From an optimization exercise on the open Yosys and OpenROAD flow, aimed at small area, a short achievable clock period and few clock cycles per item; shortcuts taken in it are not production practice.
RTL that was checked went through simulation tests only; none was proved equivalent to the original.

==> job 2495: inputs <==
## subbytes_pipe
module subbytes_pipe #(
    parameter int NUM_BYTES = 16,
    parameter int LANE_W    = 8
) (
    input  logic                   clk_i,
    input  logic                   rst_ni,
    input  logic                   in_valid_i,
    output logic                   in_ready_o,
    input  logic [8*NUM_BYTES-1:0] in_data_i,
    input  logic                   inv_i,
    output logic                   out_valid_o,
    input  logic                   out_ready_i,
    output logic [8*NUM_BYTES-1:0] out_data_o,
    output logic                   busy_o
);
==> module sb_r_y, before the edit <==
module sb_r_y (
    input  logic [7:0] a,
    input  logic       inv,
    output logic [7:0] b
);
    logic n0;
    g_xnor2 u1 (.a(a[1]), .b(a[7]), .y(n0));
    logic n1;
    g_xnor2 u3 (.a(a[0]), .b(a[5]), .y(n1));
    logic n2;
    g_xor2 u5 (.a(a[3]), .b(n0), .y(n2));
    logic n3;
    g_xor2 u7 (.a(a[2]), .b(a[4]), .y(n3));
    logic n4;
    g_xnor2 u9 (.a(a[6]), .b(n0), .y(n4));
    logic n5;
    g_xnor2 u11 (.a(n2), .b(n3), .y(n5));
    logic n6;
    g_xnor2 u13 (.a(a[2]), .b(n1), .y(n6));
    logic n7;
    g_xnor2 u15 (.a(a[1]), .b(n1), .y(n7));
    logic n8;
    g_xnor2 u17 (.a(n3), .b(n4), .y(n8));
    logic n9;
    g_xor2 u19 (.a(a[0]), .b(a[2]), .y(n9));
    logic n10;
    g_xor2 u21 (.a(n2), .b(n9), .y(n10));
    logic n11;
    g_xor2 u23 (.a(a[3]), .b(a[7]), .y(n11));
    logic n12;
    g_xnor2 u25 (.a(a[1]), .b(a[5]), .y(n12));
    logic n13;
    g_xnor2 u27 (.a(a[3]), .b(n7), .y(n13));
    logic n14;
    g_xnor2 u29 (.a(n4), .b(n6), .y(n14));
    logic n15;
    g_xnor2 u31 (.a(a[2]), .b(a[5]), .y(n15));
    logic n16;
    g_xnor2 u33 (.a(a[6]), .b(n5), .y(n16));
    logic n17;
    g_xnor2 u35 (.a(a[5]), .b(n5), .y(n17));
    logic n18;
    logic n19;
    g_inv u38 (.a(a[6]), .y(n19));
    g_mux2i u39 (.s(inv), .a0(n6), .a1(n19), .y(n18));
    logic n20;
    g_mux2i u41 (.s(inv), .a0(n7), .a1(n12), .y(n20));
    logic n21;
    g_mux2i u43 (.s(inv), .a0(n8), .a1(n13), .y(n21));
    logic n22;
    g_mux2i u45 (.s(inv), .a0(n10), .a1(n14), .y(n22));
    logic n23;
    g_mux2i u47 (.s(inv), .a0(n2), .a1(n15), .y(n23));
    logic n24;
    g_mux2i u49 (.s(inv), .a0(n3), .a1(n16), .y(n24));
    logic n25;
    g_mux2i u51 (.s(inv), .a0(n11), .a1(n17), .y(n25));
    logic n26;
    g_mux2i u53 (.s(inv), .a0(n0), .a1(n1), .y(n26));
    assign b[0] = n18;
    assign b[1] = n20;
    assign b[2] = n21;
    assign b[3] = n22;
    assign b[4] = n23;
    assign b[5] = n24;
    assign b[6] = n25;
    assign b[7] = n26;
endmodule
export LEC_CHECK = 0
export CAP_MARGIN = 5
export CORE_MARGIN = 2
export CORE_UTILIZATION = 65
export CTS_CLUSTER_DIAMETER = 100
export CTS_CLUSTER_SIZE = 24
export PLACE_DENSITY = 0.75
export SLEW_MARGIN = 5
export SYNTH_HIERARCHICAL = 1
export SYNTH_MINIMUM_KEEP_SIZE = 0
create_clock -name core_clock -period 13.0 [get_ports {clk_i}]
standard.sh (not shown) runs the stock make flow with config.mk's settings and CLKGATE_MAP_FILE= SYNTH_SCRIPT=/design/flow/synth_recipe.tcl, a recipe that flattens the netlist after the stock synthesis.
==> flow/flow/run.sh <==
#!/bin/bash
export BUFFER_PORTS_ARGS="-buffer_cell sky130_fd_sc_hd__buf_1"
bash standard.sh finish SETUP_SLACK_MARGIN=${MARGIN:-9} > standard.log 2>&1
==> inputs of job 4165, as changes to job 2495 <==
--- a/flow/design.v
+++ b/flow/design.v
@@ -407,63 +407,67 @@
     logic n1;
     g_xnor2 u3 (.a(a[0]), .b(a[5]), .y(n1));
     logic n2;
-    g_xor2 u5 (.a(a[3]), .b(n0), .y(n2));
+    g_xnor2 u5 (.a(a[2]), .b(n0), .y(n2));
     logic n3;
-    g_xor2 u7 (.a(a[2]), .b(a[4]), .y(n3));
+    g_xor2 u7 (.a(a[6]), .b(n2), .y(n3));
     logic n4;
-    g_xnor2 u9 (.a(a[6]), .b(n0), .y(n4));
+    g_xor2 u9 (.a(a[3]), .b(a[4]), .y(n4));
     logic n5;
-    g_xnor2 u11 (.a(n2), .b(n3), .y(n5));
+    g_xnor2 u11 (.a(a[1]), .b(n1), .y(n5));
     logic n6;
     g_xnor2 u13 (.a(a[2]), .b(n1), .y(n6));
     logic n7;
-    g_xnor2 u15 (.a(a[1]), .b(n1), .y(n7));
+    g_xnor2 u15 (.a(a[4]), .b(n3), .y(n7));
     logic n8;
-    g_xnor2 u17 (.a(n3), .b(n4), .y(n8));
+    g_xor2 u17 (.a(a[0]), .b(a[3]), .y(n8));
     logic n9;
-    g_xor2 u19 (.a(a[0]), .b(a[2]), .y(n9));
+    g_xnor2 u19 (.a(n2), .b(n8), .y(n9));
     logic n10;
-    g_xor2 u21 (.a(n2), .b(n9), .y(n10));
+    g_xor2 u21 (.a(a[3]), .b(n0), .y(n10));
     logic n11;
-    g_xor2 u23 (.a(a[3]), .b(a[7]), .y(n11));
+    g_xor2 u23 (.a(a[2]), .b(a[4]), .y(n11));
     logic n12;
-    g_xnor2 u25 (.a(a[1]), .b(a[5]), .y(n12));
+    g_xor2 u25 (.a(a[3]), .b(a[7]), .y(n12));
     logic n13;
-    g_xnor2 u27 (.a(a[3]), .b(n7), .y(n13));
+    g_xnor2 u27 (.a(a[1]), .b(a[5]), .y(n13));
     logic n14;
-    g_xnor2 u29 (.a(n4), .b(n6), .y(n14));
+    g_xnor2 u29 (.a(a[3]), .b(n5), .y(n14));
     logic n15;
-    g_xnor2 u31 (.a(a[2]), .b(a[5]), .y(n15));
+    g_xor2 u31 (.a(n1), .b(n3), .y(n15));
     logic n16;
-    g_xnor2 u33 (.a(a[6]), .b(n5), .y(n16));
+    g_xnor2 u33 (.a(a[2]), .b(a[5]), .y(n16));
     logic n17;
-    g_xnor2 u35 (.a(a[5]), .b(n5), .y(n17));
+    g_xnor2 u35 (.a(n3), .b(n4), .y(n17));
     logic n18;
+    g_xor2 u37 (.a(a[5]), .b(n4), .y(n18));
     logic n19;
-    g_inv u38 (.a(a[6]), .y(n19));
-    g_mux2i u39 (.s(inv), .a0(n6), .a1(n19), .y(n18));
+    g_xnor2 u39 (.a(n2), .b(n18), .y(n19));
     logic n20;
-    g_mux2i u41 (.s(inv), .a0(n7), .a1(n12), .y(n20));
     logic n21;
-    g_mux2i u43 (.s(inv), .a0(n8), .a1(n13), .y(n21));
+    g_inv u42 (.a(a[6]), .y(n21));
+    g_mux2i u43 (.s(inv), .a0(n6), .a1(n21), .y(n20));
     logic n22;
-    g_mux2i u45 (.s(inv), .a0(n10), .a1(n14), .y(n22));
+    g_mux2i u45 (.s(inv), .a0(n5), .a1(n13), .y(n22));
     logic n23;
-    g_mux2i u47 (.s(inv), .a0(n2), .a1(n15), .y(n23));
+    g_mux2i u47 (.s(inv), .a0(n7), .a1(n14), .y(n23));
     logic n24;
-    g_mux2i u49 (.s(inv), .a0(n3), .a1(n16), .y(n24));
+    g_mux2i u49 (.s(inv), .a0(n9), .a1(n15), .y(n24));
     logic n25;
-    g_mux2i u51 (.s(inv), .a0(n11), .a1(n17), .y(n25));
+    g_mux2i u51 (.s(inv), .a0(n10), .a1(n16), .y(n25));
     logic n26;
-    g_mux2i u53 (.s(inv), .a0(n0), .a1(n1), .y(n26));
-    assign b[0] = n18;
-    assign b[1] = n20;
-    assign b[2] = n21;
-    assign b[3] = n22;
-    assign b[4] = n23;
-    assign b[5] = n24;
-    assign b[6] = n25;
-    assign b[7] = n26;
+    g_mux2i u53 (.s(inv), .a0(n11), .a1(n17), .y(n26));
+    logic n27;
+    g_mux2i u55 (.s(inv), .a0(n12), .a1(n19), .y(n27));
+    logic n28;
+    g_mux2i u57 (.s(inv), .a0(n0), .a1(n1), .y(n28));
+    assign b[0] = n20;
+    assign b[1] = n22;
+    assign b[2] = n23;
+    assign b[3] = n24;
+    assign b[4] = n25;
+    assign b[5] = n26;
+    assign b[6] = n27;
+    assign b[7] = n28;
 endmodule
 module g_xor2 (input logic a, input logic b, output logic y);
     assign y = a ^ b;
--- a/flow/config.mk
+++ b/flow/config.mk
@@ -5,12 +5,12 @@
 export SDC_FILE = /design/flow/constraint.sdc
 export NUM_CORES = 4
 export LEC_CHECK = 0
-export CAP_MARGIN = 5
+export CAP_MARGIN = 20
 export CORE_MARGIN = 2
 export CORE_UTILIZATION = 65
 export CTS_CLUSTER_DIAMETER = 100
 export CTS_CLUSTER_SIZE = 24
 export PLACE_DENSITY = 0.75
-export SLEW_MARGIN = 5
+export SLEW_MARGIN = 20
 export SYNTH_HIERARCHICAL = 1
 export SYNTH_MINIMUM_KEEP_SIZE = 0
==> run notes <==
- Between job 2495 and job 4165, the lower clock-buffer cell count is in job 4165 (gap 1).
- In job 4165 the die area is higher than in job 2495, by 0.73%.
- Flip-flop and latch count is the same in job 4165 and job 2495.
- Between job 2495 and job 4165, the lower global-route usage is in job 4165 (gap 0.086 points).
Testbench counts of job 4165, summed over its fixed seeds: cycles 6,012, items 6,000.
The RTL of job 2495 was laid out without a check of its function.

---

==> wip/maple <==
Another version of the RTL of subbytes_pipe (not shown whole).
clock: 13.0 ns
lec_check: 0
cap_margin: 20
core_margin: 2
core_utilization: 65
place_density: 0.75
slew_margin: 20
synth_hierarchical: 1
synth_minimum_keep_size: 0
==> flow/flow/run.sh <==
#!/bin/bash
export BUFFER_PORTS_ARGS="-buffer_cell sky130_fd_sc_hd__buf_2"
bash standard.sh finish SETUP_SLACK_MARGIN=${MARGIN:-9} > standard.log 2>&1
==> wip/xenon: changes against wip/maple <==
==> flow/flow/run.sh (replaced) <==
#!/bin/bash
export BUFFER_PORTS_ARGS="-buffer_cell sky130_fd_sc_hd__buf_2"
bash standard.sh finish SETUP_SLACK_MARGIN=${MARGIN:-9} RECOVER_POWER=100 > standard.log 2>&1
==> impl_metrics.toml <==
[critical_path]
critPathMaxStageDelay_ns = 4.13

[status]
status = "complete, but fails checks"
check.faults = "max-capacitance violations, max-slew violations"

[run]
maxCapViolCount = 6

[routing]
vias = 23500

[timing]
finalMaxSlewViolations = 393
holdWs_ns = 0.416
setup_ws_ns = 5.46

[cells_and_area]
multi_input_area_share_pct = 50.3
(the above is from wip/xenon)
==> impl_metrics.toml <==
[cells_and_area]
multi_input_area_share_pct = 50.4

[timing]
finalMaxSlewViolations = 0
holdWs_ns = 0.418

[run]
maxCapViolCount = 0

[status]
status = "complete, no violations"
(the above is from wip/maple)
Testbench counts of wip/maple, summed over its fixed seeds: cycles 6,012, items 6,000.
Testbench counts of wip/xenon, summed over its fixed seeds: cycles 6,012, items 6,000.

-- static timing again, ports no longer ideal --
The results above use ideal ports. As a check the final layouts listed here were re-extracted and re-timed, cells and wires unchanged.
Step 1 (the two cells are an assumption about what drives the block):
set clk [get_ports {clk_i}]
set_driving_cell -lib_cell sky130_fd_sc_hd__clkbuf_16 $clk
set_driving_cell -lib_cell sky130_fd_sc_hd__buf_2 [delete_from_list [all_inputs] $clk]
Step 2 adds t to the input delays and takes it off the output delays; t is the mean of the earliest and latest rising clock arrival at the registers after step 1. Input paths then give back, and output paths get back, about the clock's delay inside the block.
a / b / c = ideal / step 1 / step 2; a / b = the first two.
run	t (ns)	setup WS [ns]	worst register clock-pin slew, ns
job 2495	0.660	9.049 / 8.987 / 8.518	0.10 / 0.10
job 4165	0.640	9.125 / 9.065 / 8.579	0.10 / 0.10
wip/maple	0.653	9.147 / 9.094 / 8.523	0.06 / 0.06
wip/xenon	0.653	5.458 / 5.448 / 4.795	0.06 / 0.06
For wip/xenon, which loses most, drivers alone change the setup slack by -0.010 ns; drivers and shift together by -0.663 ns.
